What follows belongs to an exercise in optimizing a design on an open flow for small area and few clock cycles; a production flow would make more cautious choices.
Where RTL was checked, it was by simulation tests only, not by an equivalence proof against the original.
No functional check of the RTL was part of runs 4 and 6.
No driver is modelled on the clock port, so clocking that relies on it looks cheaper here than on a real chip.
No activity file was given, so power comes from the tool's default toggle rates.

File: flow/run.sh
#!/bin/bash
# Standard ORFS layout, with: the logic re-mapped for area after floorplan; the smallest buffer on
# each port; a clock tree of small buffers (upsized after CTS where their slew is high); logic
# cells downsized after CTS where slack allows; and one tie cell for the constant outputs.
set -euo pipefail
export BUFFER_PORTS_ARGS="-buffer_cell sky130_fd_sc_hd__buf_1"
export CTS_ARGS="-repair_clock_nets -buf_list sky130_fd_sc_hd__clkbuf_4 -dont_use_dummy_load"
export SKIP_REPAIR_TIE_FANOUT=1
export RESTRUCTURE_DIR="$(pwd)/restructure"
export POST_FLOORPLAN_TCL="$(pwd)/flow/post_floorplan.tcl"
export POST_CTS_TCL="$(pwd)/flow/post_cts.tcl"
bash standard.sh > flow_standard.log 2>&1
File: flow/post_cts.tcl
estimate_parasitics -placement
set upsized 0
foreach inst [get_cells *] {
  set ref [get_property $inst ref_name]
  if {$ref != "sky130_fd_sc_hd__clkbuf_4"} { continue }
  set name [get_property $inst full_name]
  set net [get_nets -of_objects [get_pins $name/X]]
  set mx 0
  foreach p [get_pins -of_objects $net -filter "direction==input"] {
    set s [get_property $p slew_max]
    if {$s > $mx} { set mx $s }
  }
  if {$mx > 0.200} {
    replace_cell $inst sky130_fd_sc_hd__clkbuf_16
    incr upsized
  } elseif {$mx > 0.105} {
    replace_cell $inst sky130_fd_sc_hd__clkbuf_8
    incr upsized
  }
}
puts "post_cts: upsized $upsized clock buffers"
estimate_parasitics -placement

set ::slack_margin 0.6e-9
set ::slew_floor [expr {min(0.2, [sta::max_slew_check_slack_limit])}]
set ::cap_floor [expr {min(0.2, [sta::max_capacitance_check_slack_limit])}]
set lib_cells {}
foreach lc [get_lib_cells sky130_fd_sc_hd__*] { lappend lib_cells [get_name $lc] }
proc margins_ok {} {
  return [expr {[sta::worst_slack_cmd max] >= $::slack_margin
                && [sta::max_slew_check_slack_limit] >= $::slew_floor
                && [sta::max_capacitance_check_slack_limit] >= $::cap_floor}]
}
set downsized 0
foreach inst [get_cells *] {
  set name [get_property $inst full_name]
  set ref [get_property $inst ref_name]
  if {![regexp {^(sky130_fd_sc_hd__[a-z0-9]+)_(\d+)$} $ref -> base drive]} { continue }
  set kind [string range $base 17 end]
  if {[regexp {^(df|edf|sdf|dl|conb|tap|fill|decap|clkbuf|clkinv)} $kind]} { continue }
  foreach d {0 1 2 4} {
    if {$d >= $drive} { break }
    if {[lsearch -exact $lib_cells ${base}_$d] < 0} { continue }
    replace_cell $inst ${base}_$d
    if {[margins_ok]} {
      incr downsized
      break
    }
    replace_cell $inst $ref
  }
}
puts "post_cts: downsized $downsized logic cells"
detailed_placement
check_placement -verbose
estimate_parasitics -placement
report_worst_slack
File: flow/post_floorplan.tcl
# After floorplan: re-map the logic between the registers for area with OpenROAD's restructure
# (ABC on the combinational logic only; registers and ports are left as synthesis made them).
file mkdir $::env(RESTRUCTURE_DIR)
set lib [lindex $::env(LIB_FILES) 0]
report_design_area
restructure -target area -liberty_file $lib \
  -tielo_port sky130_fd_sc_hd__conb_1/LO -tiehi_port sky130_fd_sc_hd__conb_1/HI \
  -work_dir $::env(RESTRUCTURE_DIR) -abc_logfile $::env(RESTRUCTURE_DIR)/abc.log
report_design_area
File: standard.sh
#!/bin/bash
# synth_recipe.tcl (not shown) runs the flow's synth.tcl, then flattens the netlist and writes it again
# the make line also repeats each setting of config.mk as NAME=value (left out here)
make -C /OpenROAD-flow-scripts/flow DESIGN_CONFIG=/design/flow/config.mk WORK_HOME=/design/flow/orfs CLKGATE_MAP_FILE= SYNTH_SCRIPT=/design/flow/synth_recipe.tcl "${@:-finish}"
File: config.mk
export PLATFORM = sky130hd
export DESIGN_NAME = image_capture_top
export DESIGN_NICKNAME = image_capture_top
export VERILOG_FILES = /design/flow/design.v
export SDC_FILE = /design/flow/constraint.sdc
export NUM_CORES = 4
export LEC_CHECK = 0
export ABC_AREA = 1
export CAP_MARGIN = 20
export CORE_MARGIN = 2
export CORE_UTILIZATION = 50
export SLEW_MARGIN = 20
File: constraint.sdc
create_clock -name core_clock -period 4.5 [get_ports {clk}]
set_input_delay 0.9000 -clock core_clock [delete_from_list [all_inputs] [get_ports {clk}]]
set_output_delay 0.9000 -clock core_clock [all_outputs]
set_load 0.01 [all_outputs]
File: design.v
`timescale 1ns/1ps
module image_capture_top (
  input  logic         clk,
  input  logic         mem_reset,
  input  logic         trigger,
  input  logic [15:0]  height,       
  input  logic [28:0]  start_addr,   
  input  logic [25:0]  s_beat,       
  input  logic         s_valid,
  output logic         s_ready,
  output logic         frame_done,
  output logic         skipped,
  output logic         mem_wr_req,
  output logic [156:0] mem_wr_cmd,   
  input  logic         mem_wr_ack,
  output logic         frame_written
);
  localparam logic [1:0] ST_IDLE  = 2'd0;   
  localparam logic [1:0] ST_WAIT  = 2'd1;   
  localparam logic [1:0] ST_STORE = 2'd2;   
  logic [1:0]  state;
  logic [15:0] lines_left;  
  logic [1:0]  slot;        
  logic [95:0] pix;         
  logic [28:3] wr_addr;     
  logic [2:0]  addr_lo;     
  logic sof, eol;
  logic fwd;                
  logic word_free;          
  logic fire;               
  logic ack;                
  logic line_last;
  logic [15:0] lborrow;     
  logic [25:0] acarry;      
  assign sof = s_beat[1];
  assign eol = s_beat[0];
  assign ack       = mem_wr_req && mem_wr_ack;
  assign word_free = !mem_wr_req || mem_wr_ack;
  assign fwd       = (state == ST_STORE) || ((state == ST_WAIT) && sof);
  assign s_ready   = fwd ? word_free : 1'b1;
  assign fire      = s_valid && fwd && word_free;
  assign line_last = (lines_left == 16'd1);
  always_comb begin
    lborrow[0] = 1'b1;
    acarry[0]  = 1'b1;
    for (int i = 1; i < 16; i++) lborrow[i] = lborrow[i-1] && !lines_left[i-1];
    for (int i = 1; i < 26; i++) acarry[i]  = acarry[i-1] && wr_addr[i+2];
  end
  always_ff @(posedge clk or posedge mem_reset) begin
    if (mem_reset) begin
      state         <= ST_IDLE;
      slot          <= 2'd0;
      mem_wr_req    <= 1'b0;
      frame_written <= 1'b0;
      skipped       <= 1'b0;
    end else begin
      skipped       <= 1'b0;
      frame_written <= ack && (state == ST_IDLE);
      if (ack) begin
        mem_wr_req <= 1'b0;
      end
      if (fire) begin
        slot <= slot + 1'b1;
        if (slot == 2'd3) mem_wr_req <= 1'b1;
      end
      case (state)
        ST_IDLE: begin
          if (trigger) state <= ST_WAIT;
          if (s_valid && sof) skipped <= 1'b1;
        end
        default: begin
          if (fire) begin
            state <= ST_STORE;
            if (eol && line_last) begin
              state <= ST_IDLE;
            end
          end
        end
      endcase
    end
  end
  assign frame_done = frame_written;
  always_ff @(posedge clk) begin
    for (int i = 0; i < 16; i++) begin
      if (state == ST_IDLE) begin
        lines_left[i] <= height[i];   
      end else begin
        lines_left[i] <= lines_left[i] ^ (fire && eol && lborrow[i]);
      end
    end
    if (fire) begin
      pix <= {pix[71:0], s_beat[25:2]};
    end
    addr_lo <= start_addr[2:0];   
    for (int i = 0; i < 26; i++) begin
      if (trigger) begin
        wr_addr[i+3] <= start_addr[i+3];
      end else begin
        wr_addr[i+3] <= wr_addr[i+3] ^ (ack && acarry[i]);
      end
    end
  end
  assign mem_wr_cmd = {wr_addr, addr_lo,
                       pix[95:72], 8'hff, pix[71:48], 8'hff,
                       pix[47:24], 8'hff, pix[23:0],  8'hff};
endmodule
==> flow_summary_export.csv, run 1 <==
group,metric,value,unit
floorplanning,die_x,109,um
floorplanning,die_h,109,um
worst_setup_path,worst_ep_required_time,4730,ps
sta,finalMaxSlewViolations,0,
worst_setup_path,crit_chain,"buf_1 > clkinv_1 > nor2_1 > o21ai_0 > nor2_1 > o21ai_0 > nor3_1 > nand2_1 > nor2_1 > nand2_1 > nor2_1 > nand2_1 > nor2_1 > nand2_1 > nor2_1 > nand2_1 > clkinv_1 > nand2_1 > nor3_1 > a21oi_1 > o21ai_0 > o21ai_0",
placement,dpl.cell_count,729,
placement,io_buffer_count,205,
logic_synthesis,ys_seq_area_share,71.6,%
worst_setup_path,critPathKind,"in2reg",
global_routing,grt_max_degree,91,
logic_synthesis,synth_edf_count,96,
worst_setup_path,critPathArrivalTime,4090,ps
sta,worstMarginPinSlew,775,ps
sta,finClkSkew,26.0,ps
worst_setup_path,max_stage_delay,370,ps
route,ant_nets,0,
run_status,status,"complete, no violations",
placement,placed_cell_area,6120,sq um
route,via_per_inst,4.89,
placement,dp_hpwl,7.89,mm
layout,syn_to_final_growth,14.1,%
power_and_ir_drop,ir_drop,0.000233,V
floorplanning,initial_utilization,51.0,%
power_and_ir_drop,total_power,2.99,mW
global_routing,overflow,0,
layout,final_cell_mix,"buf_1, edfxtp_1, dfxtp_1, o21ai_0, clkinv_1",
worst_setup_path,worstSetupStartpointType,"input pin",
logic_synthesis,syn_avg_cell_area,12.8,sq um
sta,min_period_over_period,85.7,%
route,num_vias,3655,
layout,final_common_cell,"buf_1",
logic_synthesis,syn-num-nets,511,
sta,fmax,0.259,GHz
clocking,cts.clk_slew.worst_paths,90,ps
route,first_pass_iters,5,
sta,rsz0062_at_grt,"false",
floorplanning,pin_count,238,
clocking,clk_latency,360,ps
sta,finalSetupViolations,0,
sta,tns,0,ps
clocking,cts_tree,"done",
power_and_ir_drop,p_per_area,474,nW/um^2
worst_setup_path,cp.buffers_inverters,3,
layout,diodes,0,
worst_setup_path,critPathTopFamily,"simple AND/OR/NAND/NOR gates",
route,drt_iter0_markers,187,
worst_setup_path,crit_fanout,4,
sta,hold_viol,0,
global_routing,grt_first_pass_wirelength,15.6,mm
power_and_ir_drop,p_leak,2.28,nW
worst_setup_path,end_kind,"flip-flop",
logic_synthesis,synthFlopType,"edfxtp_1",
layout,final_area,6310,sq um
clocking,clock-sinks,148,
sta,setup_ws,642,ps
sta,min_period,3860,ps
route,drc,0,
global_routing,grt_pass1_vias,3240,
sta,holdWs,411,ps
layout,fin_nets,685,
logic_synthesis,synthCells,432,
route,wl_per_cell,14.4,um
logic_synthesis,netlist_area,5530,sq um
layout,fin_cells,747,
sta,relSlewSlack,48.3,%
layout,final_core_util,58.2,%
route,wl,10.7,mm
global_routing,grtUsageTotal,17.8,%
logic_synthesis,yosysWarningCount,1,
layout,drive_above_1_share,3.29,%
worst_setup_path,cp_slowest_cell,"nor3_1",
global_routing,antenna_found_initial,0,
placement,gp_congestion,0.734,
floorplanning,rows,38,
floorplanning,dieArea,11900,sq um
floorplanning,core,10800,sq um
min_path,hold_class,"in2async",
placement,pre_cts_ws,352,ps
job,max_cap_violations,0,
logic_synthesis,async_reset_ff_share,4.73,%
logic_synthesis,ys_types,36,
logic_synthesis,yosys_register_bits,148,
-- layout make-up --
class	count	area [sq um]
Timing Repair Buffer	210	813
Sequential cell	148	3960
Fill cell	947	4530
Clock buffer	17	176
Multi-Input combinational cell	195	1040
Inverter	37	141
Tap cell	140	175
-- cell usage after synthesis (all sizes together) (4+ instances only) --
cell,number,area share (%)
o21ai,19,1.7
edfxtp,96,52
nor3,5,0.45
dfxtp,45,16
nand2,83,5.7
dfrtp,7,3.2
nor2,35,3.7
a31oi,12,1.4
a22o,4,0.63
nand3,18,1.9
clkbuf,4,0.27
buf,36,4.8
a21oi,13,1.2
nand4,6,2.0
inv,32,2.2
-- cells by family after synthesis --
family                   Yosys count  synth area share [%]
multiplexers                       1                 0.181
AND/OR/NAND/NOR                  151                  14.3
XOR/XNOR                           5                 0.792
adder cells (fa/ha/maj)            3                 0.679
AO/OA/AOI/OAI                     50                  5.13
other                              1                0.0678
flip-flops                       148                  71.6
buffers and inverters             73                  7.31
-- registers in the layout, indices dropped and copies added, names as in the netlist --
register       cells
frame_written      1
wr_addr           26
addr_lo            3
mem_wr_req         1
lines_left        16
slot               2
pix               96
state              2
skipped            1
-- report_power, final --
part	internal (mW)	total, mW	switching [mW]
registers	1.73	1.87	0.134
clock network	0.254	0.627	0.373
logic	0.194	0.500	0.306
total	2.18	2.99	0.814
-- layer usage --
layer  global-route usage, %  up-vias  wire [um]
li1                        -     1763          -
met1                    20.4     1682       4230
met2                    28.0      192       5030
met3                    8.61       18       1270
met4                    8.68        0        193
met5                       0        -          0
-- path summary, 6_finish.rpt --
path                                      start                     end  slack (ps)  cells past startpoint
min                                   mem_reset    state[0]$_DFFE_PP0P_         410                      2
min reg2reg                   pix[36]$_DFFE_PP_       pix[60]$_DFFE_PP_         440                      0
min in group core_clock       pix[36]$_DFFE_PP_       pix[60]$_DFFE_PP_         440                      0
max in group asynchronous             mem_reset    state[1]$_DFFE_PP0P_        3920                      2
max                                   s_beat[1]  lines_left[15]$_DFF_P_         640                     22
max reg2reg                mem_wr_req$_DFF_PP0_     wr_addr[28]$_DFF_P_         930                     18
Testbench counts, summed over its fixed seeds: cycles 15,331.
==> run 2: changes to the inputs <==
==> flow/merge_ties.tcl (new file) <==
# Drive every constant net from one tie cell per polarity, as the flow does without restructure:
# move the loads and ports of each other tie cell's nets to the first, then remove the rest.
set block [ord::get_db_block]
set ties {}
foreach inst [$block getInsts] {
  if {[[$inst getMaster] getName] == "sky130_fd_sc_hd__conb_1"} { lappend ties $inst }
}
array unset keepnet
foreach t $ties {
  foreach pin {HI LO} {
    set it [$t findITerm $pin]
    set n [$it getNet]
    if {$n == "NULL"} { continue }
    if {![info exists keepnet($pin)]} { set keepnet($pin) $n; continue }
    foreach bt [$n getBTerms] { $bt disconnect; $bt connect $keepnet($pin) }
    foreach lit [$n getITerms] {
      if {[$lit getInst] != $t} { $lit disconnect; $lit connect $keepnet($pin) }
    }
    $it disconnect
    odb::dbNet_destroy $n
  }
}
set removed 0
foreach t $ties {
  set used 0
  foreach pin {HI LO} { if {[[$t findITerm $pin] getNet] != "NULL"} { set used 1 } }
  if {!$used} { odb::dbInst_destroy $t; incr removed }
}
puts "merge_ties: [llength $ties] tie cells, removed $removed"
--- a/flow/post_floorplan.tcl
+++ b/flow/post_floorplan.tcl
@@ -7,3 +7,5 @@
   -tielo_port sky130_fd_sc_hd__conb_1/LO -tiehi_port sky130_fd_sc_hd__conb_1/HI \
   -work_dir $::env(RESTRUCTURE_DIR) -abc_logfile $::env(RESTRUCTURE_DIR)/abc.log
 report_design_area
+source [file join [file dirname [info script]] merge_ties.tcl]
+report_design_area
==> flow_summary_export.csv, run 2 <==
group,metric,value,unit
logic_synthesis,synthCells,432,
power_and_ir_drop,pwr-share-comb,16.8,%
global_routing,use_met1,21.2,%
sta,hold_viol,0,
logic_synthesis,yosys-top-cells-count,"edfxtp_1, nand2_1, dfxtp_1",
logic_synthesis,ys_seq_area_share,71.6,%
job,max_cap_violations,0,
floorplanning,rows,38,
route,wl_per_cell,15.6,um
worst_setup_path,crit_top_cell,"and3_1",
logic_synthesis,yosysTopAreaCell,"edfxtp_1",
worst_setup_path,cp_slowest_cell,"and3_1",
logic_synthesis,async_reset_ff_share,4.73,%
worst_setup_path,critPathKind,"in2reg",
route,via_per_inst,4.99,
logic_synthesis,syn-num-nets,511,
floorplanning,dieArea,11900,sq um
sta,rsz0062_at_grt,"false",
route,drt_iter0_markers,192,
floorplanning,core,10800,sq um
placement,gp_congestion,0.803,
layout,fin_nets,652,
global_routing,antenna_found_initial,0,
logic_synthesis,netlist_area,5530,sq um
clocking,cts_tree,"done",
layout,n_fill_cell,960,
min_path,hold_class,"in2async",
power_and_ir_drop,p_leak,2.17,nW
power_and_ir_drop,p_sw_share,27.4,%
worst_setup_path,crit_fanout,6,
clocking,clock-sinks,148,
sta,setup_ws,719,ps
logic_synthesis,synth_top_area_share,52.1,%
route,drc,0,
power_and_ir_drop,sequentialPowerShare,62.9,%
global_routing,grt_max_degree,89,
power_and_ir_drop,ir_drop,0.000235,V
power_and_ir_drop,total_power,2.97,mW
logic_synthesis,synth_edf_count,96,
global_routing,top_usage_layer,"met2",
sta,fmax,0.264,GHz
global_routing,overflow,0,
sta,tns,0,ps
logic_synthesis,ys_types,36,
worst_setup_path,end_kind,"flip-flop",
logic_synthesis,yosysMostFrequentCell,"edfxtp_1",
worst_setup_path,max_stage_delay,210,ps
layout,regMostFlops,"pix",
placement,dp_hpwl,8.28,mm
layout,drive_above_1_share,3.31,%
run_status,status,"complete, no violations",
worst_setup_path,crit_chain,"buf_1 > nand3_1 > clkinv_1 > and3_1 > and2_0 > and3_1 > and3_1 > and3_1 > and3_1 > and3_1 > and3_1 > and3_1 > and3_1 > and3_1 > and3_1 > nand2_1 > o221ai_1 > o21ai_0",
worst_setup_path,rrSetupSlack,900,ps
logic_synthesis,synthFlopType,"edfxtp_1",
sta,holdWs,373,ps
power_and_ir_drop,clock_power_share,20.3,%
route,num_vias,3568,
sta,finClkSkew,30.1,ps
sta,finalSetupViolations,0,
placement,io_buffer_count,205,
logic_synthesis,yosys_register_bits,148,
global_routing,met2_usage,31.5,%
global_routing,grt_pass1_vias,3331,
logic_synthesis,yosys-top-cells-area,"edfxtp_1, dfxtp_1, nand2_1",
clocking,clk_latency,400,ps
layout,final_cell_mix,"buf_1, edfxtp_1, dfxtp_1, o21ai_0, clkinv_1",
global_routing,grtUsageTotal,18.5,%
sta,finalMaxSlewViolations,0,
worst_setup_path,worst_ep_required_time,4770,ps
sta,relSlewSlack,30.2,%
logic_synthesis,syn_avg_cell_area,12.8,sq um
sta,min_period_over_period,84.0,%
layout,final_common_cell,"buf_1",
worst_setup_path,critPathArrivalTime,4050,ps
route,wl,11.1,mm
global_routing,grt_first_pass_wirelength,16.4,mm
worst_setup_path,worstSetupStartpointType,"input pin",
sta,min_period,3780,ps
global_routing,use_met3,7.47,%
route,ant_nets,0,
logic_synthesis,yosysWarningCount,1,
sta,worstMarginPinSlew,1050,ps
floorplanning,die_h,109,um
floorplanning,pin_count,238,
power_and_ir_drop,p_per_area,482,nW/um^2
layout,largestRegisters,"pix: 96 flops, wr_addr: 26 flops, lines_left: 16 flops",
floorplanning,initial_utilization,51.0,%
power_and_ir_drop,p_sw,816,uW
clocking,cts.clk_slew.worst_paths,90,ps
floorplanning,die_x,109,um
layout,largest_register_ffs,96,
placement,pre_cts_ws,339,ps
layout,syn_to_final_growth,11.6,%
route,first_pass_iters,5,
power_and_ir_drop,internal_power,2.16,mW
[run 2: cell counts after synthesis]
No cell type changed its count.
[run 2: final timing paths]
| path | from | to | depth (start not counted) |
|---|---|---|---|
| worst max-delay path | mem_wr_ack | wr_addr[28]$_DFF_P_ | 18 |
| worst min-delay path | mem_reset | slot[0]$_DFFE_PP0P_ | 2 |
| worst max register to register | mem_wr_req$_DFF_PP0_ | wr_addr[28]$_DFF_P_ | 18 |
| worst min register to register | pix[3]$_DFFE_PP_ | pix[27]$_DFFE_PP_ | 0 |
| max in group asynchronous | mem_reset | slot[1]$_DFFE_PP0P_ | 2 |
| min in group core_clock | pix[3]$_DFFE_PP_ | pix[27]$_DFFE_PP_ | 0 |
[run 2: final cells by class]
| type | instances | area, sq um | share of cell area [%] |
|---|---|---|---|
| multi-input combinational | 163 | 925 | 15.0 |
| timing repair buffer | 209 | 808 | 13.1 |
| antenna | 1 | 2.50 | 0.0405 |
| sequential | 148 | 3960 | 64.1 |
| clock buffer | 17 | 165 | 2.67 |
| tap | 140 | 175 | 2.84 |
| inverter | 37 | 141 | 2.29 |
[run 2: power by group through the flow]
stage,clock network (mW),logic (mW),registers (mW)
after floorplan,0,0.211,1.90
after global placement,0,0.490,1.89
after detailed placement,0,0.499,1.90
after global routing,0.682,0.557,1.91
final,0.603,0.499,1.87
[run 2: through the flow]
step / area (sq um) / utilization, % / instances
after global placement: 5990 / 55.3 / 696
after floorplan: 5530 / - / 432
after global routing: 6170 / 56.9 / 714
after detailed placement: 5990 / 55.3 / 696
final: 6180 / 57.0 / 715
[run 2: layer usage]
layer | share of wire (%) | wire (um)
met1 | 39 | 4330
met2 | 52 | 5770
met3 | 8.0 | 886
met4 | 1.3 | 148
met5 | 0 | 0
[run 2: logic make-up after synthesis]
family	synth area share (%)
DFF	71.6
adders and majority gates	0.679
and+or+nand+nor	14.3
xor gates and xnor gates	0.792
muxes	0.181
AOI/OAI and AO/OA	5.13
other	0.0678
buffers and inverters	7.31
[run 2: worst max-delay path, delay by kind of cell]
family,cells,cell delay [ps]
AND/OR/NAND/NOR,14,2580
buffers and inverters,2,300
AO/OA/AOI/OAI,2,260
==> run 3: changes to the inputs <==
--- a/design.v
+++ b/design.v
@@ -15,9 +15,10 @@
   input  logic         mem_wr_ack,
   output logic         frame_written
 );
-  localparam logic [1:0] ST_IDLE  = 2'd0;   
-  localparam logic [1:0] ST_WAIT  = 2'd1;   
-  localparam logic [1:0] ST_STORE = 2'd2;   
+  localparam logic [1:0] ST_IDLE  = 2'd0;
+  localparam logic [1:0] ST_FLUSH = 2'd1;   
+  localparam logic [1:0] ST_WAIT  = 2'd2;   
+  localparam logic [1:0] ST_STORE = 2'd3;   
   logic [1:0]  state;
   logic [15:0] lines_left;  
   logic [1:0]  slot;        
@@ -25,6 +26,7 @@
   logic [28:3] wr_addr;     
   logic [2:0]  addr_lo;     
   logic sof, eol;
+  logic idle;               
   logic fwd;                
   logic word_free;          
   logic fire;               
@@ -36,6 +38,7 @@
   assign eol = s_beat[0];
   assign ack       = mem_wr_req && mem_wr_ack;
   assign word_free = !mem_wr_req || mem_wr_ack;
+  assign idle      = !state[1];
   assign fwd       = (state == ST_STORE) || ((state == ST_WAIT) && sof);
   assign s_ready   = fwd ? word_free : 1'b1;
   assign fire      = s_valid && fwd && word_free;
@@ -51,11 +54,9 @@
       state         <= ST_IDLE;
       slot          <= 2'd0;
       mem_wr_req    <= 1'b0;
-      frame_written <= 1'b0;
       skipped       <= 1'b0;
     end else begin
       skipped       <= 1'b0;
-      frame_written <= ack && (state == ST_IDLE);
       if (ack) begin
         mem_wr_req <= 1'b0;
       end
@@ -63,26 +64,23 @@
         slot <= slot + 1'b1;
         if (slot == 2'd3) mem_wr_req <= 1'b1;
       end
-      case (state)
-        ST_IDLE: begin
-          if (trigger) state <= ST_WAIT;
-          if (s_valid && sof) skipped <= 1'b1;
+      if (idle) begin
+        if (frame_written) state <= ST_IDLE;
+        if (trigger) state <= ST_WAIT;
+        if (s_valid && sof) skipped <= 1'b1;
+      end else if (fire) begin
+        state <= ST_STORE;
+        if (eol && line_last) begin
+          state <= ST_FLUSH;   
         end
-        default: begin
-          if (fire) begin
-            state <= ST_STORE;
-            if (eol && line_last) begin
-              state <= ST_IDLE;
-            end
-          end
-        end
-      endcase
+      end
     end
   end
-  assign frame_done = frame_written;
+  assign frame_written = (state == ST_FLUSH) && !mem_wr_req;
+  assign frame_done    = frame_written;
   always_ff @(posedge clk) begin
     for (int i = 0; i < 16; i++) begin
-      if (state == ST_IDLE) begin
+      if (idle) begin
         lines_left[i] <= height[i];   
       end else begin
         lines_left[i] <= lines_left[i] ^ (fire && eol && lborrow[i]);
==> flow_summary_export.csv, run 3 <==
group,metric,value,unit
floorplanning,die_h,109,um
layout,seqCellArea,3930,sq um
clocking,cts.clk_slew.worst_paths,100,ps
floorplanning,rows,38,
global_routing,grt_max_degree,52,
sta,finClkSkew,25.6,ps
layout,final_area,6140,sq um
logic_synthesis,synthFlopType,"edfxtp_1",
global_routing,antenna_found_initial,1,
placement,pre_cts_ws,-107,ps
power_and_ir_drop,p_leak,2.13,nW
worst_setup_path,critPathArrivalTime,4240,ps
global_routing,overflow,0,
sta,tns,0,ps
logic_synthesis,yosys-top-cells-area,"edfxtp_1, dfxtp_1, nand2_1",
layout,largest_register_ffs,96,
worst_setup_path,end_kind,"flip-flop",
layout,fin_nets,655,
logic_synthesis,yosys-top-cells-count,"edfxtp_1, nand2_1, dfxtp_1",
placement,placed_cell_area,5960,sq um
sta,worstMarginPinSlew,705,ps
worst_setup_path,worstSetupStartpointType,"input pin",
sta,hold_viol,0,
logic_synthesis,synth_edf_count,96,
run_status,status,"complete, no violations",
logic_synthesis,ys_types,33,
logic_synthesis,yosysTopAreaCell,"edfxtp_1",
worst_setup_path,worst_ep_required_time,4770,ps
worst_setup_path,crit_fanout,5,
floorplanning,pin_count,238,
floorplanning,initial_utilization,51.1,%
route,drc,0,
logic_synthesis,netlist_area,5510,sq um
layout,final_core_util,56.9,%
logic_synthesis,synth_top_area_share,52.3,%
logic_synthesis,yosysWarningCount,1,
layout,regMostFlops,"pix",
layout,fin_cells,717,
route,wl_per_cell,15.3,um
clocking,clock-sinks,147,
sta,finalSetupViolations,0,
route,drt_iter0_markers,182,
layout,n_fill_cell,960,
clocking,clk_latency,390,ps
worst_setup_path,max_stage_delay,440,ps
clocking,cts_tree,"done",
power_and_ir_drop,ir_drop,0.000173,V
layout,diodes,0,
layout,multi_input_area,942,sq um
logic_synthesis,async_reset_ff_share,4.08,%
floorplanning,dieArea,11900,sq um
global_routing,grtUsageTotal,18.0,%
route,via_per_inst,4.95,
route,num_vias,3549,
sta,relSlewSlack,52.7,%
logic_synthesis,yosysMostFrequentCell,"edfxtp_1",
floorplanning,core,10800,sq um
sta,setup_ws,535,ps
power_and_ir_drop,total_power,3.03,mW
worst_setup_path,crit_chain,"buf_1 > o21ai_0 > nor2b_1 > o21ai_1 > inv_4 > nand2_1 > nor2_2 > nand2_1 > nor3_2 > clkinv_1 > nor3_1 > nand2_1 > nor2_1 > clkinv_1 > nor2_1 > clkinv_1 > or3_1 > nor3_2 > nand2_1 > nor2_1 > a21oi_1 > o21ai_0 > o21ai_0",
floorplanning,die_x,109,um
worst_setup_path,cp_slowest_cell,"or3_1",
logic_synthesis,yosys_register_bits,147,
logic_synthesis,ys_seq_area_share,71.4,%
global_routing,grt_pass1_vias,3228,
layout,drive_above_1_share,4.51,%
placement,io_buffer_count,205,
sta,finalMaxSlewViolations,0,
global_routing,grt_first_pass_wirelength,15.8,mm
placement,dp_hpwl,8.14,mm
sta,fmax,0.252,GHz
logic_synthesis,syn_avg_cell_area,12.9,sq um
layout,syn_to_final_growth,11.3,%
sta,min_period_over_period,88.1,%
power_and_ir_drop,p_per_area,493,nW/um^2
layout,final_common_cell,"buf_1",
route,wl,10.9,mm
layout,final_cell_mix,"buf_1, edfxtp_1, o21ai_0, dfxtp_1, nand2_1",
job,max_cap_violations,0,
worst_setup_path,critPathKind,"in2reg",
sta,min_period,3970,ps
min_path,hold_class,"in2async",
placement,dpl.cell_count,700,
worst_setup_path,crit_top_cell,"nand2_1",
placement,gp_congestion,0.789,
logic_synthesis,synthCells,429,
logic_synthesis,syn-num-nets,508,
route,first_pass_iters,4,
route,ant_nets,0,
layout,largestRegisters,"pix: 96 flops, wr_addr: 26 flops, lines_left: 16 flops",
sta,holdWs,348,ps
sta,rsz0062_at_grt,"false",
[run 3: layout make-up]
cell class,instances,area share [%]
multi-input cells,173,15.3
repair buffers,210,13.1
clock buffers,17,2.69
flip-flops and latches,147,64.1
inverters,30,1.88
well taps,140,2.85
[run 3: power breakdown]
| part | switching, mW | internal [mW] | leakage (nW) | total, mW |
|---|---|---|---|---|
| Sequential | 0.142 | 1.76 | 1.37 | 1.90 |
| Clock | 0.371 | 0.233 | 0.0937 | 0.603 |
| Combinational | 0.348 | 0.175 | 0.671 | 0.522 |
[run 3: layer usage]
| metal | part of all wire, % | wire (um) | track usage, % |
|---|---|---|---|
| met1 | 38 | 4200 | 19.6 |
| met2 | 50 | 5470 | 30.8 |
| met3 | 10 | 1090 | 7.95 |
| met4 | 1.5 | 167 | 6.68 |
| met5 | 0.10 | 11 | 0 |
[run 3: cell families after synthesis]
group,count (synthesis),synth area share [%]
fa+ha+maj,3,0.681
flops,147,71.4
xor+xnor,5,0.795
buf+inv,68,7.10
other cells,1,0.0680
compound gates,52,5.38
simple gates,153,14.6
[run 3: path summary, 6_finish.rpt]
| check | from | endpoint | slack, ps | cells past startpoint |
|---|---|---|---|---|
| max | s_beat[1] | lines_left[15]$_DFF_P_ | 530 | 23 |
| min | mem_reset | state[1]$_DFF_PP0_ | 350 | 2 |
| max reg2reg | state[1]$_DFF_PP0_ | lines_left[15]$_DFF_P_ | 740 | 22 |
| min reg2reg | pix[6]$_DFFE_PP_ | pix[30]$_DFFE_PP_ | 440 | 0 |
| max in group asynchronous | mem_reset | slot[1]$_DFFE_PP0P_ | 3970 | 2 |
| min in group core_clock | pix[6]$_DFFE_PP_ | pix[30]$_DFFE_PP_ | 440 | 0 |
[run 3: critical path: cells and delay by family]
family / cells / cell delay, ps
AND/OR/NAND/NOR: 13 / 2290
buffers and inverters: 5 / 530
AO/OA/AOI/OAI: 5 / 510
Testbench counts of run 3, summed over its fixed seeds: cycles 15,331.
==> run 4: changes to the inputs <==
--- a/design.v
+++ b/design.v
@@ -52,7 +52,6 @@
   always_ff @(posedge clk or posedge mem_reset) begin
     if (mem_reset) begin
       state         <= ST_IDLE;
-      slot          <= 2'd0;
       mem_wr_req    <= 1'b0;
       skipped       <= 1'b0;
     end else begin
@@ -60,10 +59,7 @@
       if (ack) begin
         mem_wr_req <= 1'b0;
       end
-      if (fire) begin
-        slot <= slot + 1'b1;
-        if (slot == 2'd3) mem_wr_req <= 1'b1;
-      end
+      if (fire && (slot == 2'd3)) mem_wr_req <= 1'b1;
       if (idle) begin
         if (frame_written) state <= ST_IDLE;
         if (trigger) state <= ST_WAIT;
@@ -79,6 +75,11 @@
   assign frame_written = (state == ST_FLUSH) && !mem_wr_req;
   assign frame_done    = frame_written;
   always_ff @(posedge clk) begin
+    if (idle) begin
+      slot <= 2'd0;
+    end else begin
+      slot <= slot + {1'b0, fire};
+    end
     for (int i = 0; i < 16; i++) begin
       if (idle) begin
         lines_left[i] <= height[i];   
==> flow/run.sh (replaced) <==
#!/bin/bash
# Standard ORFS layout, with: the logic re-mapped for area after floorplan (restructure), and one
# tie cell for the constant outputs; the smallest buffer on each port; a clock tree of small
# buffers (upsized after CTS where their slew is high); logic cells downsized after CTS where
# slack allows. Each tool's output is in flow_standard.log and the ORFS logs under orfs/logs.
set -euo pipefail
export BUFFER_PORTS_ARGS="-buffer_cell sky130_fd_sc_hd__buf_1"
export CTS_ARGS="-repair_clock_nets -buf_list sky130_fd_sc_hd__clkbuf_4 -dont_use_dummy_load"
export SKIP_REPAIR_TIE_FANOUT=1
export RESTRUCTURE_DIR="$(pwd)/restructure"
export POST_FLOORPLAN_TCL="$(pwd)/flow/post_floorplan.tcl"
export POST_CTS_TCL="$(pwd)/flow/post_cts.tcl"
bash standard.sh > flow_standard.log 2>&1
==> flow_summary_export.csv, run 4 <==
group,metric,value,unit
run_status,status,"complete, no violations",
layout,n_fill_cell,940,
job,max_cap_violations,0,
global_routing,grt_max_degree,54,
placement,dp_hpwl,7.73,mm
global_routing,grtUsageTotal,17.6,%
worst_setup_path,cp_slowest_cell,"or3_1",
worst_setup_path,end_kind,"flip-flop",
clocking,cts_tree,"done",
layout,final_common_cell,"buf_1",
logic_synthesis,yosys-top-cells-area,"edfxtp_1, dfxtp_1, nand2_1",
worst_setup_path,r2r_start,"mem_wr_req$_DFFE_PP0P_",
route,wl_per_cell,14.6,um
global_routing,antenna_found_initial,0,
power_and_ir_drop,total_power,3.07,mW
logic_synthesis,yosys-top-cells-count,"edfxtp_1, nand2_1, dfxtp_1",
route,drc,0,
floorplanning,dieArea,11900,sq um
logic_synthesis,synthCells,429,
worst_setup_path,r2r_cells,21,
floorplanning,initial_utilization,51.0,%
layout,final_cell_mix,"buf_1, edfxtp_1, o21ai_0, dfxtp_1, nand2_1",
floorplanning,pin_count,238,
logic_synthesis,synthFlopType,"edfxtp_1",
worst_setup_path,crit_fanout,5,
placement,io_buffer_count,205,
logic_synthesis,yosysMostFrequentCell,"edfxtp_1",
route,wl,10.5,mm
sta,finClkSkew,31.1,ps
logic_synthesis,netlist_area,5500,sq um
sta,tns,0,ps
sta,worstMarginPinSlew,994,ps
layout,drive_above_1_share,4.15,%
layout,regMostFlops,"pix",
sta,hold_viol,0,
logic_synthesis,yosysTopAreaCell,"edfxtp_1",
power_and_ir_drop,p_leak,2.13,nW
layout,syn_to_final_growth,11.7,%
logic_synthesis,ys_seq_area_share,71.3,%
route,num_vias,3567,
layout,diodes,0,
route,drt_iter0_markers,226,
worst_setup_path,crit_path_start,"mem_wr_ack",
sta,rsz0062_at_grt,"false",
logic_synthesis,ys_types,34,
layout,multi_input_area,945,sq um
sta,min_period_over_period,87.8,%
worst_setup_path,worst-path-stages,21,
route,via_per_inst,4.96,
placement,gp_congestion,0.773,
logic_synthesis,syn-num-nets,508,
logic_synthesis,yosysWarningCount,1,
sta,fmax,0.253,GHz
floorplanning,core,10800,sq um
logic_synthesis,synth_top_area_share,52.4,%
logic_synthesis,yosys_register_bits,147,
logic_synthesis,synth_edf_count,96,
clocking,clock-sinks,147,
logic_synthesis,async_reset_ff_share,2.72,%
logic_synthesis,syn_avg_cell_area,12.8,sq um
floorplanning,die_x,109,um
route,first_pass_iters,4,
layout,largest_register_ffs,96,
global_routing,grt_pass1_vias,3288,
sta,finalMaxSlewViolations,0,
layout,final_area,6140,sq um
worst_setup_path,worstSetupStartpointType,"input pin",
route,ant_nets,0,
clocking,cts.clk_slew.worst_paths,100,ps
floorplanning,die_h,109,um
worst_setup_path,critPathKind,"in2reg",
power_and_ir_drop,p_per_area,499,nW/um^2
sta,finalSetupViolations,0,
global_routing,overflow,0,
clocking,clk_latency,370,ps
floorplanning,rows,38,
layout,fin_nets,657,
worst_setup_path,critPathTopFamily,"simple AND/OR/NAND/NOR gates",
power_and_ir_drop,ir_drop,0.000214,V
worst_setup_path,crit_chain,"buf_1 > o21ai_0 > nor2_4 > nand2_1 > nor2_1 > nand2_1 > nor3_2 > clkinv_1 > nor3_1 > nand2_1 > nor2_1 > clkinv_1 > nor2_1 > clkinv_1 > or3_1 > nor3_1 > nand2_1 > nor2_1 > a21oi_1 > o21ai_0 > o21ai_0",
placement,placed_cell_area,5960,sq um
worst_setup_path,worst_ep_required_time,4730,ps
min_path,hold_class,"in2async",
worst_setup_path,max_stage_delay,440,ps
global_routing,grt_first_pass_wirelength,15.5,mm
layout,largestRegisters,"pix: 96 flops, wr_addr: 26 flops, lines_left: 16 flops",
worst_setup_path,critPathArrivalTime,4180,ps
sta,min_period,3950,ps
sta,relSlewSlack,33.7,%
worst_setup_path,cp.buffers_inverters,4,
layout,seqCellArea,3920,sq um
==> run 4: cell types whose count changed in the layout (fill, tap and decap cells not counted), moves of 2 or more <==
cell     delta
dfxtp_1     +2
nor3_1      +2
nor2_1      +2
dfrtp_1     -2
==> run 4: per-stage QoR <==
stage | utilization (%) | hold slack [ps] | std cells | setup slack [ps]
after detailed placement | 55.2 | 433 | 702 | 160
after global routing | 56.9 | 324 | 719 | 64.0
after floorplan | - | 447 | 429 | 689
final | 56.9 | 343 | 719 | 548
after global placement | 55.2 | 429 | 702 | 254
==> run 4: routing by layer <==
metal | vias up | GRT usage [%] | wire length [um]
li1 | 1748 | - | -
met4 | 0 | 8.61 | 230
met5 | - | 0 | 0
met2 | 172 | 27.3 | 4890
met3 | 18 | 8.73 | 1150
met1 | 1629 | 20.3 | 4200
==> run 4: cells by family (layout without fill, tap and decap cells) <==
logic type	after synthesis	in the layout	share of synthesized area (%)
and+or+nand+nor	151	86	14.4
other	1	1	0.0682
DFF	147	147	71.3
AOI/OAI and AO/OA	52	88	5.41
buffers and inverters	70	257	7.32
adders and majority gates	3	0	0.682
xor gates and xnor gates	5	0	0.796
==> run 4: path summary, 6_finish.rpt <==
check | endpoint | slack, ps
worst min-delay path | skipped$_DFF_PP0_ | 340
worst max register to register | lines_left[15]$_DFF_P_ | 780
worst min register to register | pix[80]$_DFFE_PP_ | 430
max in group asynchronous | state[0]$_DFFE_PP0P_ | 4040
worst max-delay path | lines_left[15]$_DFF_P_ | 550
min in group core_clock | pix[80]$_DFFE_PP_ | 430
==> run 4: final cells by class <==
type / instances / share of cell area (%)
flip-flops and latches: 147 / 63.9
well taps: 140 / 2.85
repair buffers: 211 / 13.2
inverters: 29 / 1.77
clock buffers: 17 / 2.97
multi-input cells: 175 / 15.4
==> run 4: where the power goes <==
part / switching (mW) / internal, mW / total, mW
clock network: 0.377 / 0.263 / 0.640
logic: 0.348 / 0.173 / 0.521
registers: 0.141 / 1.76 / 1.91
total: 0.866 / 2.20 / 3.07
==> run 5: changes to the inputs <==
--- a/design.v
+++ b/design.v
@@ -52,6 +52,7 @@
   always_ff @(posedge clk or posedge mem_reset) begin
     if (mem_reset) begin
       state         <= ST_IDLE;
+      slot          <= 2'd0;
       mem_wr_req    <= 1'b0;
       skipped       <= 1'b0;
     end else begin
@@ -59,7 +60,10 @@
       if (ack) begin
         mem_wr_req <= 1'b0;
       end
-      if (fire && (slot == 2'd3)) mem_wr_req <= 1'b1;
+      if (fire) begin
+        slot <= slot + 1'b1;
+        if (slot == 2'd3) mem_wr_req <= 1'b1;
+      end
       if (idle) begin
         if (frame_written) state <= ST_IDLE;
         if (trigger) state <= ST_WAIT;
@@ -75,11 +79,6 @@
   assign frame_written = (state == ST_FLUSH) && !mem_wr_req;
   assign frame_done    = frame_written;
   always_ff @(posedge clk) begin
-    if (idle) begin
-      slot <= 2'd0;
-    end else begin
-      slot <= slot + {1'b0, fire};
-    end
     for (int i = 0; i < 16; i++) begin
       if (idle) begin
         lines_left[i] <= height[i];   
==> flow_summary_export.csv, run 5 <==
group,metric,value,unit
sta,fmax,0.252,GHz
layout,final_area,6140,sq um
placement,placed_cell_area,5960,sq um
logic_synthesis,synth.area.mux_share,0,%
route,drt_iter0_markers,182,
logic_synthesis,synthCells,429,
run_status,status,"complete, no violations",
logic_synthesis,syn-num-nets,508,
worst_setup_path,crit_top_cell,"nand2_1",
sta,rsz0062_at_grt,"false",
layout,largest_register_ffs,96,
layout,final_common_cell,"buf_1",
layout,drive_above_1_share,4.51,%
placement,dpl.cell_count,700,
global_routing,grt_pass1_vias,3228,
layout,diodes,0,
sta,relSlewSlack,52.7,%
logic_synthesis,synth_edf_count,96,
sta,setup_ws,535,ps
logic_synthesis,synthFlopType,"edfxtp_1",
worst_setup_path,end_kind,"flip-flop",
logic_synthesis,ys_seq_area_share,71.4,%
logic_synthesis,synth_compound_area_share,5.38,%
route,via_per_inst,4.95,
floorplanning,pin_count,238,
logic_synthesis,synth_top_family_by_area,"simple AND/OR/NAND/NOR gates",
global_routing,use_met1,19.6,%
global_routing,grtUsageTotal,18.0,%
sta,hold_viol,0,
logic_synthesis,netlist_area,5510,sq um
clocking,clk_latency,390,ps
layout,n_fill_cell,960,
global_routing,grt_max_degree,52,
logic_synthesis,post_synth_and_or_nand_nor_area_fraction,14.6,%
route,first_pass_iters,4,
placement,dp_hpwl,8.14,mm
global_routing,grt_first_pass_wirelength,15.8,mm
worst_setup_path,worstSetupStartpointType,"input pin",
floorplanning,dieArea,11900,sq um
worst_setup_path,r2r_end,"lines_left[15]$_DFF_P_",
global_routing,use_met3,7.95,%
sta,min_period_over_period,88.1,%
route,wl_per_cell,15.3,um
job,max_cap_violations,0,
floorplanning,die_x,109,um
logic_synthesis,syn_avg_cell_area,12.9,sq um
worst_setup_path,r2r_cells,22,
clocking,cts_tree,"done",
power_and_ir_drop,ir_drop,0.000173,V
sta,worstMarginPinSlew,705,ps
placement,gp_congestion,0.789,
route,num_vias,3549,
global_routing,top_usage_layer,"met2",
worst_setup_path,crit_fanout,5,
sta,finClkSkew,25.6,ps
global_routing,antenna_found_initial,1,
worst_setup_path,cp_slowest_cell,"or3_1",
power_and_ir_drop,p_leak,2.13,nW
logic_synthesis,synth_adder_area_share,0.681,%
global_routing,overflow,0,
logic_synthesis,synth_xor_area_share,0.794,%
logic_synthesis,yosys-top-cells-count,"edfxtp_1, nand2_1, dfxtp_1",
layout,largestRegisters,"pix: 96 flops, wr_addr: 26 flops, lines_left: 16 flops",
sta,min_period,3970,ps
min_path,hold_class,"in2async",
power_and_ir_drop,p_per_area,493,nW/um^2
logic_synthesis,yosysWarningCount,1,
route,ant_nets,0,
worst_setup_path,critPathArrivalTime,4240,ps
global_routing,met2_usage,30.8,%
logic_synthesis,synth_top_area_share,52.3,%
clocking,clock-sinks,147,
placement,io_buffer_count,205,
layout,final_cell_mix,"buf_1, edfxtp_1, o21ai_0, dfxtp_1, nand2_1",
layout,syn_to_final_growth,11.3,%
sta,finalMaxSlewViolations,0,
route,wl,10.9,mm
logic_synthesis,yosysMostFrequentCell,"edfxtp_1",
floorplanning,initial_utilization,51.1,%
logic_synthesis,ys_types,33,
worst_setup_path,worst_ep_required_time,4770,ps
logic_synthesis,yosys-top-cells-area,"edfxtp_1, dfxtp_1, nand2_1",
worst_setup_path,rrSetupSlack,740,ps
worst_setup_path,crit_chain,"buf_1 > o21ai_0 > nor2b_1 > o21ai_1 > inv_4 > nand2_1 > nor2_2 > nand2_1 > nor3_2 > clkinv_1 > nor3_1 > nand2_1 > nor2_1 > clkinv_1 > nor2_1 > clkinv_1 > or3_1 > nor3_2 > nand2_1 > nor2_1 > a21oi_1 > o21ai_0 > o21ai_0",
sta,finalSetupViolations,0,
floorplanning,die_h,109,um
placement,pre_cts_ws,-107,ps
layout,fin_nets,655,
floorplanning,rows,38,
layout,regMostFlops,"pix",
floorplanning,core,10800,sq um
worst_setup_path,r2r_start,"state[1]$_DFF_PP0_",
logic_synthesis,yosys_register_bits,147,
worst_setup_path,max_stage_delay,440,ps
clocking,cts.clk_slew.worst_paths,100,ps
layout,fin_cells,717,
logic_synthesis,yosysTopAreaCell,"edfxtp_1",
route,drc,0,
logic_synthesis,async_reset_ff_share,4.08,%
sta,holdWs,348,ps
worst_setup_path,critPathKind,"in2reg",
[run 5: changes by cell type after synthesis, sizes merged, moves of 2 or more]
cell    before  now
clkinv       2    4
inv         26   23
dfrtp        4    6
dfxtp       47   45
[run 5: logic make-up (layout without fill, tap and decap cells)]
kind of cell    Yosys count  after routing
simple gates            153             84
flops                   147            147
buf+inv                  68            257
compound gates           52             88
xor+xnor                  5              0
fa+ha+maj                 3              0
other cells               1              1
[run 5: worst max-delay path, delay by kind of cell]
kind                   cells  cell delay (ps)
AO/OA/AOI/OAI              5              510
buffers and inverters      5              530
AND/OR/NAND/NOR           13             2290
[run 5: how the worst max path moves through the flow]
| stage | startpoint | to | slack, ps |
|---|---|---|---|
| 3_3_place_gp | s_beat[1] | lines_left[15]$_DFF_P_ | 80 |
| 2_1_floorplan | s_beat[1] | lines_left[15]$_DFF_P_ | 610 |
| 3_5_place_dp | s_beat[1] | lines_left[15]$_DFF_P_ | -110 |
| 6_report | s_beat[1] | lines_left[15]$_DFF_P_ | 530 |
| 5_1_grt | s_beat[1] | lines_left[15]$_DFF_P_ | 30 |
[run 5: layout make-up]
type / instances / area [sq um] / area share [%]
Sequential cell: 147 / 3930 / 64.1
Multi-Input combinational cell: 173 / 942 / 15.3
Timing Repair Buffer: 210 / 807 / 13.1
Tap cell: 140 / 175 / 2.85
Clock buffer: 17 / 165 / 2.69
Inverter: 30 / 115 / 1.88
[run 5: metrics by stage]
stage / TNS [ps] / power (mW) / utilization [%]
6_report: 0 / 3.03 / 56.9
5_1_grt: 0 / 3.20 / 56.9
3_5_place_dp: -109 / 2.46 / 55.2
3_3_place_gp: 0 / 2.44 / 55.2
2_1_floorplan: 0 / 2.24 / -
[run 5: routing by layer]
layer  wire length (um)  up-vias
met1               4200     1624
met4                167        2
li1                   -     1748
met3               1090       13
met2               5470      162
met5                 11        -
[run 5: power breakdown]
group          switching, mW  leakage [nW]  internal, mW  total, mW
combinational          0.348         0.671         0.175      0.522
sequential             0.142          1.37          1.76       1.90
clock                  0.371        0.0937         0.233      0.603
Testbench counts of run 5, summed over its fixed seeds: cycles 15,331.
==> run 6: changes to the inputs <==
--- a/design.v
+++ b/design.v
@@ -20,7 +20,7 @@
   localparam logic [1:0] ST_WAIT  = 2'd2;   
   localparam logic [1:0] ST_STORE = 2'd3;   
   logic [1:0]  state;
-  logic [15:0] lines_left;  
+  logic [15:0] line_cnt;    
   logic [1:0]  slot;        
   logic [95:0] pix;         
   logic [28:3] wr_addr;     
@@ -32,7 +32,7 @@
   logic fire;               
   logic ack;                
   logic line_last;
-  logic [15:0] lborrow;     
+  logic [15:0] lcarry;      
   logic [25:0] acarry;      
   assign sof = s_beat[1];
   assign eol = s_beat[0];
@@ -42,11 +42,11 @@
   assign fwd       = (state == ST_STORE) || ((state == ST_WAIT) && sof);
   assign s_ready   = fwd ? word_free : 1'b1;
   assign fire      = s_valid && fwd && word_free;
-  assign line_last = (lines_left == 16'd1);
+  assign line_last = ((line_cnt + 16'd1) == height);   
   always_comb begin
-    lborrow[0] = 1'b1;
+    lcarry[0]  = 1'b1;
     acarry[0]  = 1'b1;
-    for (int i = 1; i < 16; i++) lborrow[i] = lborrow[i-1] && !lines_left[i-1];
+    for (int i = 1; i < 16; i++) lcarry[i]  = lcarry[i-1] && line_cnt[i-1];
     for (int i = 1; i < 26; i++) acarry[i]  = acarry[i-1] && wr_addr[i+2];
   end
   always_ff @(posedge clk or posedge mem_reset) begin
@@ -81,9 +81,9 @@
   always_ff @(posedge clk) begin
     for (int i = 0; i < 16; i++) begin
       if (idle) begin
-        lines_left[i] <= height[i];   
+        line_cnt[i] <= 1'b0;
       end else begin
-        lines_left[i] <= lines_left[i] ^ (fire && eol && lborrow[i]);
+        line_cnt[i] <= line_cnt[i] ^ (fire && eol && lcarry[i]);
       end
     end
     if (fire) begin
==> flow_summary_export.csv, run 6 <==
group,metric,value,unit
sta,min_period_over_period,87.8,%
logic_synthesis,yosysMostFrequentCell,"edfxtp_1",
power_and_ir_drop,p_leak,2.28,nW
layout,regMostFlops,"pix",
worst_setup_path,cp.buffers_inverters,8,
logic_synthesis,async_reset_ff_share,4.08,%
floorplanning,rows,39,
logic_synthesis,synth_top_area_share,49.4,%
placement,dpl.cell_count,747,
logic_synthesis,synthFlopType,"edfxtp_1",
min_path,hold_class,"in2async",
logic_synthesis,yosys-top-cells-count,"edfxtp_1, nand2_1, dfxtp_1",
logic_synthesis,synth_edf_count,96,
global_routing,grt_pass1_vias,3502,
clocking,cts_tree,"done",
layout,n_fill_cell,1023,
layout,final_core_util,55.9,%
floorplanning,dieArea,12600,sq um
worst_setup_path,critPathKind,"in2reg",
worst_setup_path,crit_fanout,3,
job,max_cap_violations,0,
power_and_ir_drop,clock_power_share,21.4,%
global_routing,antenna_found_initial,0,
sta,setup_ws,549,ps
layout,fin_nets,699,
power_and_ir_drop,p_sw,782,uW
layout,final_cell_mix,"buf_1, edfxtp_1, o21ai_0, clkinv_1, dfxtp_1",
floorplanning,core,11400,sq um
route,num_vias,3818,
power_and_ir_drop,ir_drop,0.000239,V
worst_setup_path,critPathTopFamily,"simple AND/OR/NAND/NOR gates",
layout,largest_register_ffs,96,
route,via_per_inst,5.00,
sta,holdWs,401,ps
layout,diodes,0,
sta,tns,0,ps
sta,worstMarginPinSlew,760,ps
layout,largestRegisters,"pix: 96 flops, wr_addr: 26 flops, line_cnt: 16 flops",
floorplanning,pin_count,238,
worst_setup_path,cp_slowest_cell,"nor2b_1",
worst_setup_path,critPathArrivalTime,4240,ps
layout,final_common_cell,"buf_1",
route,ant_nets,0,
layout,final_area,6380,sq um
placement,dp_hpwl,7.92,mm
power_and_ir_drop,sequentialPowerShare,61.8,%
floorplanning,die_x,112,um
global_routing,overflow,0,
power_and_ir_drop,internal_power,2.08,mW
sta,finalMaxSlewViolations,0,
sta,finClkSkew,32.7,ps
worst_setup_path,max_stage_delay,160,ps
floorplanning,die_h,112,um
placement,placed_cell_area,6200,sq um
worst_setup_path,worstSetupStartpointType,"input pin",
power_and_ir_drop,p_per_area,449,nW/um^2
floorplanning,initial_utilization,51.1,%
route,drt_iter0_markers,206,
sta,finalSetupViolations,0,
run_status,status,"complete, no violations",
placement,pre_cts_ws,-30.8,ps
worst_setup_path,worst_ep_required_time,4790,ps
layout,drive_above_1_share,4.67,%
power_and_ir_drop,total_power,2.86,mW
logic_synthesis,yosys-top-cells-area,"edfxtp_1, dfxtp_1, nand2_1",
sta,relSlewSlack,49.3,%
logic_synthesis,yosysTopAreaCell,"edfxtp_1",
worst_setup_path,end_kind,"flip-flop",
logic_synthesis,ys_seq_area_share,67.4,%
logic_synthesis,yosys_register_bits,147,
power_and_ir_drop,p_sw_share,27.3,%
logic_synthesis,synthCells,475,
clocking,clock-sinks,147,
route,wl,10.7,mm
sta,hold_viol,0,
power_and_ir_drop,pwr-share-comb,16.9,%
clocking,clk_latency,360,ps
clocking,cts.clk_slew.worst_paths,90,ps
logic_synthesis,netlist_area,5840,sq um
route,drc,0,
logic_synthesis,yosysWarningCount,1,
logic_synthesis,ys_types,38,
layout,fin_cells,764,
route,wl_per_cell,14.0,um
global_routing,grtUsageTotal,17.2,%
route,first_pass_iters,5,
logic_synthesis,syn-num-nets,556,
placement,io_buffer_count,205,
global_routing,grt_first_pass_wirelength,16.7,mm
global_routing,grt_max_degree,64,
layout,syn_to_final_growth,9.33,%
placement,gp_congestion,0.758,
logic_synthesis,syn_avg_cell_area,12.3,sq um
sta,min_period,3950,ps
sta,fmax,0.253,GHz
==> run 6: cell count changes after synthesis, moves of 7 or more <==
cell,delta
a21oi_1,+8
xor2_1,+12
nand3_1,+7
xnor2_1,+8
o21ai_0,+11
a31oi_1,-12
inv_1,+17
==> run 6: area by class of cell <==
| type | instances | area (sq um) | area share [%] |
|---|---|---|---|
| Clock buffer | 17 | 170 | 2.67 |
| Inverter | 47 | 179 | 2.80 |
| Multi-Input combinational cell | 199 | 1100 | 17.3 |
| Sequential cell | 147 | 3930 | 61.7 |
| Tap cell | 143 | 179 | 2.80 |
| Timing Repair Buffer | 211 | 815 | 12.8 |
==> run 6: kinds of logic (layout without fill, tap and decap cells) <==
kind of cell    Yosys count  count (layout)  share of synthesized area (%)
compound gates           58             108                           5.49
xor+xnor                 25               2                           3.75
fa+ha+maj                 5               0                           1.07
buf+inv                  77             275                           7.50
flops                   147             147                           67.4
other cells               1               1                         0.0643
simple gates            162              88                           14.7
==> run 6: layer usage <==
layer	GRT usage, %	vias to the layer above	routed length, um	part of all wire, %
met2	26.0	166	4870	46
met3	7.24	13	950	8.9
met1	22.3	1747	4730	44
li1	-	1892	-	-
met4	6.18	0	123	1.2
met5	0	-	0	0
==> run 6: final timing paths <==
| path | to | start | depth (start not counted) | slack [ps] |
|---|---|---|---|---|
| max in group asynchronous | skipped$_DFF_PP0_ | mem_reset | 2 | 3930 |
| worst max-delay path | line_cnt[15]$_SDFF_PN0_ | s_beat[1] | 29 | 550 |
| min in group core_clock | pix[57]$_DFFE_PP_ | pix[33]$_DFFE_PP_ | 0 | 430 |
| worst min-delay path | state[0]$_DFFE_PP0P_ | mem_reset | 2 | 400 |
| worst min register to register | pix[57]$_DFFE_PP_ | pix[33]$_DFFE_PP_ | 0 | 430 |
| worst max register to register | line_cnt[15]$_SDFF_PN0_ | state[0]$_DFFE_PP0P_ | 28 | 860 |
==> run 6: power by group through the flow <==
stage	Sequential, mW	Combinational [mW]	Clock (mW)
6_report	1.77	0.483	0.612
5_1_grt	1.79	0.547	0.703
3_5_place_dp	1.80	0.489	0
3_3_place_gp	1.79	0.486	0
2_1_floorplan	1.92	0.239	0
==> run 7: changes to the inputs <==
==> design.v (replaced) <==
`timescale 1ns/1ps
module image_capture_top (
  input  logic         clk,
  input  logic         mem_reset,
  input  logic         trigger,
  input  logic [15:0]  height,       
  input  logic [28:0]  start_addr,   
  input  logic [25:0]  s_beat,       
  input  logic         s_valid,
  output logic         s_ready,
  output logic         frame_done,
  output logic         skipped,
  output logic         mem_wr_req,
  output logic [156:0] mem_wr_cmd,   
  input  logic         mem_wr_ack,
  output logic         frame_written
);
  localparam logic [1:0] ST_IDLE  = 2'd0;   
  localparam logic [1:0] ST_WAIT  = 2'd1;   
  localparam logic [1:0] ST_STORE = 2'd2;   
  logic [1:0]  state;
  logic [15:0] lines_left;  
  logic [1:0]  slot;        
  logic [95:0] pix;         
  logic [28:3] wr_addr;     
  logic [2:0]  addr_lo;     
  logic sof, eol;
  logic fwd;                
  logic word_free;          
  logic fire;               
  logic ack;                
  logic line_last;
  logic [15:0] lborrow;     
  logic [25:0] acarry;      
  assign sof = s_beat[1];
  assign eol = s_beat[0];
  assign ack       = mem_wr_req && mem_wr_ack;
  assign word_free = !mem_wr_req || mem_wr_ack;
  assign fwd       = (state == ST_STORE) || ((state == ST_WAIT) && sof);
  assign s_ready   = fwd ? word_free : 1'b1;
  assign fire      = s_valid && fwd && word_free;
  assign line_last = (lines_left == 16'd1);
  always_comb begin
    lborrow[0] = 1'b1;
    acarry[0]  = 1'b1;
    for (int i = 1; i < 16; i++) lborrow[i] = lborrow[i-1] && !lines_left[i-1];
    for (int i = 1; i < 26; i++) acarry[i]  = acarry[i-1] && wr_addr[i+2];
  end
  always_ff @(posedge clk or posedge mem_reset) begin
    if (mem_reset) begin
      state         <= ST_IDLE;
      slot          <= 2'd0;
      mem_wr_req    <= 1'b0;
      frame_written <= 1'b0;
      skipped       <= 1'b0;
    end else begin
      skipped       <= 1'b0;
      frame_written <= ack && (state == ST_IDLE);
      if (ack) begin
        mem_wr_req <= 1'b0;
      end
      if (fire) begin
        slot <= slot + 1'b1;
        if (slot == 2'd3) mem_wr_req <= 1'b1;
      end
      case (state)
        ST_IDLE: begin
          if (trigger) state <= ST_WAIT;
          if (s_valid && sof) skipped <= 1'b1;
        end
        default: begin
          if (fire) begin
            state <= ST_STORE;
            if (eol && line_last) begin
              state <= ST_IDLE;
            end
          end
        end
      endcase
    end
  end
  assign frame_done = frame_written;
  always_ff @(posedge clk) begin
    for (int i = 0; i < 16; i++) begin
      if (state == ST_IDLE) begin
        lines_left[i] <= height[i];   
      end else if (fire && eol && lborrow[i]) begin
        lines_left[i] <= !lines_left[i];
      end
    end
    if (fire) begin
      pix <= {pix[71:0], s_beat[25:2]};
    end
    addr_lo <= start_addr[2:0];   
    for (int i = 0; i < 26; i++) begin
      if (trigger) begin
        wr_addr[i+3] <= start_addr[i+3];
      end else if (ack && acarry[i]) begin
        wr_addr[i+3] <= !wr_addr[i+3];
      end
    end
  end
  assign mem_wr_cmd = {wr_addr, addr_lo,
                       pix[95:72], 8'hff, pix[71:48], 8'hff,
                       pix[47:24], 8'hff, pix[23:0],  8'hff};
endmodule
==> flow_summary_export.csv, run 7 <==
group,metric,value,unit
run_status,status,"complete, no violations",
worst_setup_path,critPathKind,"reg2reg",
floorplanning,pin_count,238,
route,wl_per_cell,16.5,um
route,num_vias,3423,
logic_synthesis,synthFlopType,"edfxtp_1",
placement,dp_hpwl,7.98,mm
clocking,cts_tree,"done",
sta,tns,0,ps
worst_setup_path,end_kind,"flip-flop",
logic_synthesis,ys_types,28,
placement,gp_congestion,0.785,
route,via_per_inst,5.12,
worst_setup_path,crit_fanout,5,
global_routing,antenna_found_initial,0,
logic_synthesis,yosys-top-cells-count,"edfxtp_1, nand2_1, o21ai_0",
logic_synthesis,syn-num-nets,511,
route,ant_nets,0,
floorplanning,core,11400,sq um
route,drt_iter0_markers,215,
power_and_ir_drop,p_leak,2.05,nW
logic_synthesis,synth_top_area_share,71.4,%
worst_setup_path,r2r_end,"wr_addr[28]$_DFFE_PP_",
sta,min_period_over_period,89.4,%
layout,fin_nets,604,
layout,diodes,0,
sta,rsz0062_at_grt,"false",
sta,hold_viol,0,
floorplanning,initial_utilization,51.1,%
worst_setup_path,r2r_cells,22,
global_routing,grt_max_degree,99,
layout,final_cell_mix,"buf_1, edfxtp_1, o2bb2ai_1, o21ai_0, nand2b_1",
sta,relSlewSlack,41.2,%
floorplanning,die_h,112,um
global_routing,grt_first_pass_wirelength,17.3,mm
route,drc,0,
layout,final_common_cell,"buf_1",
min_path,hold_class,"in2async",
route,first_pass_iters,4,
layout,regMostFlops,"pix",
layout,largest_register_ffs,96,
global_routing,grtUsageTotal,17.9,%
sta,finClkSkew,27.9,ps
floorplanning,rows,39,
sta,finalMaxSlewViolations,0,
floorplanning,die_x,112,um
logic_synthesis,yosys-top-cells-area,"edfxtp_1, nand2_1, o21ai_0",
power_and_ir_drop,ir_drop,0.000232,V
logic_synthesis,synth_edf_count,138,
layout,largestRegisters,"pix: 96 flops, wr_addr: 26 flops, lines_left: 16 flops",
sta,min_period,4020,ps
global_routing,grt_pass1_vias,3311,
logic_synthesis,netlist_area,5810,sq um
logic_synthesis,yosysMostFrequentCell,"edfxtp_1",
global_routing,overflow,0,
sta,fmax,0.249,GHz
placement,io_buffer_count,205,
logic_synthesis,ys_seq_area_share,75.4,%
logic_synthesis,syn_avg_cell_area,13.4,sq um
worst_setup_path,r2r_start,"wr_addr[4]$_DFFE_PP_",
power_and_ir_drop,p_per_area,429,nW/um^2
clocking,clock-sinks,148,
logic_synthesis,yosysWarningCount,1,
logic_synthesis,yosys_register_bits,148,
worst_setup_path,worstSetupStartpointType,"flip-flop",
route,wl,11.0,mm
power_and_ir_drop,total_power,2.79,mW
worst_setup_path,rrSetupSlack,480,ps
clocking,clk_latency,410,ps
layout,syn_to_final_growth,11.8,%
worst_setup_path,worst_ep_required_time,4640,ps
sta,finalSetupViolations,0,
worst_setup_path,critPathArrivalTime,4170,ps
layout,drive_above_1_share,4.75,%
job,max_cap_violations,0,
logic_synthesis,async_reset_ff_share,4.73,%
sta,worstMarginPinSlew,882,ps
logic_synthesis,yosysTopAreaCell,"edfxtp_1",
clocking,cts.clk_slew.worst_paths,90,ps
floorplanning,dieArea,12500,sq um
logic_synthesis,synthCells,434,
==> run 7: cell count changes after synthesis, sizes merged, moves of 8 or more <==
cell    delta
nor2       -8
xnor2     -10
xor2      -14
a21oi     -18
o21ai     +27
dfxtp     -42
nand3     -11
clkbuf     +8
edfxtp    +42
==> run 7: cells by family after synthesis <==
family / after synthesis / synth area share [%]
flip-flops: 148 / 75.4
AND/OR/NAND/NOR: 145 / 11.7
other: 1 / 0.0646
adder cells (fa/ha/maj): 1 / 0.215
XOR/XNOR: 1 / 0.151
buffers and inverters: 78 / 7.22
AO/OA/AOI/OAI: 60 / 5.24
==> run 7: metal layers <==
| layer | vias to the layer above | share of wire, % | global-route usage, % | wire [um] |
|---|---|---|---|---|
| li1 | 1660 | - | - | - |
| met1 | 1602 | 42 | 22.7 | 4590 |
| met2 | 142 | 50 | 28.9 | 5460 |
| met3 | 19 | 7.1 | 6.04 | 784 |
| met4 | 0 | 1.7 | 6.75 | 187 |
| met5 | - | 0 | 0 | 0 |
==> run 7: worst max path at each step <==
stage / from / end
after floorplan: mem_wr_ack / lines_left[15]$_DFFE_PP_
after global placement: wr_addr[3]$_DFFE_PP_ / wr_addr[28]$_DFFE_PP_
after detailed placement: wr_addr[4]$_DFFE_PP_ / wr_addr[28]$_DFFE_PP_
after global routing: wr_addr[3]$_DFFE_PP_ / wr_addr[28]$_DFFE_PP_
final: wr_addr[4]$_DFFE_PP_ / wr_addr[28]$_DFFE_PP_
==> run 7: final cells by class <==
type,instances,area (sq um)
Clock buffer,17,171
Tap cell,143,179
Inverter,15,58.8
Timing Repair Buffer,209,805
Fill cell,1014,4880
Sequential cell,148,4380
Multi-Input combinational cell,137,900
==> run 7: worst max-delay path: stages, from the launching register on <==
cell and delay (ps):
edfxtp_1 440, nand4_1 150, nand2b_1 190, nand2b_1 160, nand2b_1 160, nand2b_1 150, nand2b_1 160, nand2b_1 170
nand2b_1 160, nand2b_1 150, nand2b_1 150, nand2b_1 150, nand2b_1 140, nand2b_1 150, nand2b_1 150, nand2b_1 140
nand2b_1 140, nand2b_1 150, nand2b_1 150, nor2b_1 140, nor2_1 80, nor3_2 170, o21a_1 160
==> run 7: metrics by stage <==
step                hold slack (ps)  instances  utilization (%)  setup WS [ps]  cell area (sq um)
detailed placement              432        652             55.5            491               6310
finish                          355        669             57.1            476               6490
global placement                428        652             55.5            559               6310
floorplan                       453        434                -            772               5810
global route                    322        669             57.1           79.9               6490
==> run 7: power by group <==
group,switching (mW),internal [mW]
registers,0.0739,1.72
logic,0.267,0.100
clock network,0.388,0.242
total,0.728,2.06
Testbench counts of run 7, summed over its fixed seeds: cycles 15,331.

-- separate check: timing with driven ports --
Ports are ideal in the flow. The routed layouts listed here were re-timed in OpenROAD.
Step 1 assumes that a clkbuf_16 drives the clock port and a buf_2 every other input.
Step 2 also shifts input and output timing later by t, the mid clock arrival at the registers, as if the neighbouring blocks saw the same clock.
Slacks: ideal / step 1 / step 2; pairs: ideal / step 1.
run | t (ns) | slack for setup (ns) | worst data-port slew with drivers (ns)
run 1 | 0.392 | 0.642 / 0.657 / 0.265 | 0.05
run 2 | 0.416 | 0.719 / 0.729 / 0.313 | 0.07
run 3 | 0.413 | 0.535 / 0.544 / 0.130 | 0.06
run 4 | 0.389 | 0.548 / 0.563 / 0.175 | 0.05
run 5 | 0.413 | 0.535 / 0.544 / 0.130 | 0.06
run 6 | 0.381 | 0.549 / 0.561 / 0.181 | 0.05
run 7 | 0.430 | 0.476 / 0.476 / 0.476 | 0.06
After both steps every run listed still meets setup and hold. The setup slack of run 2, which loses most, moves by +0.010 ns with the drivers and by -0.406 ns with both steps.
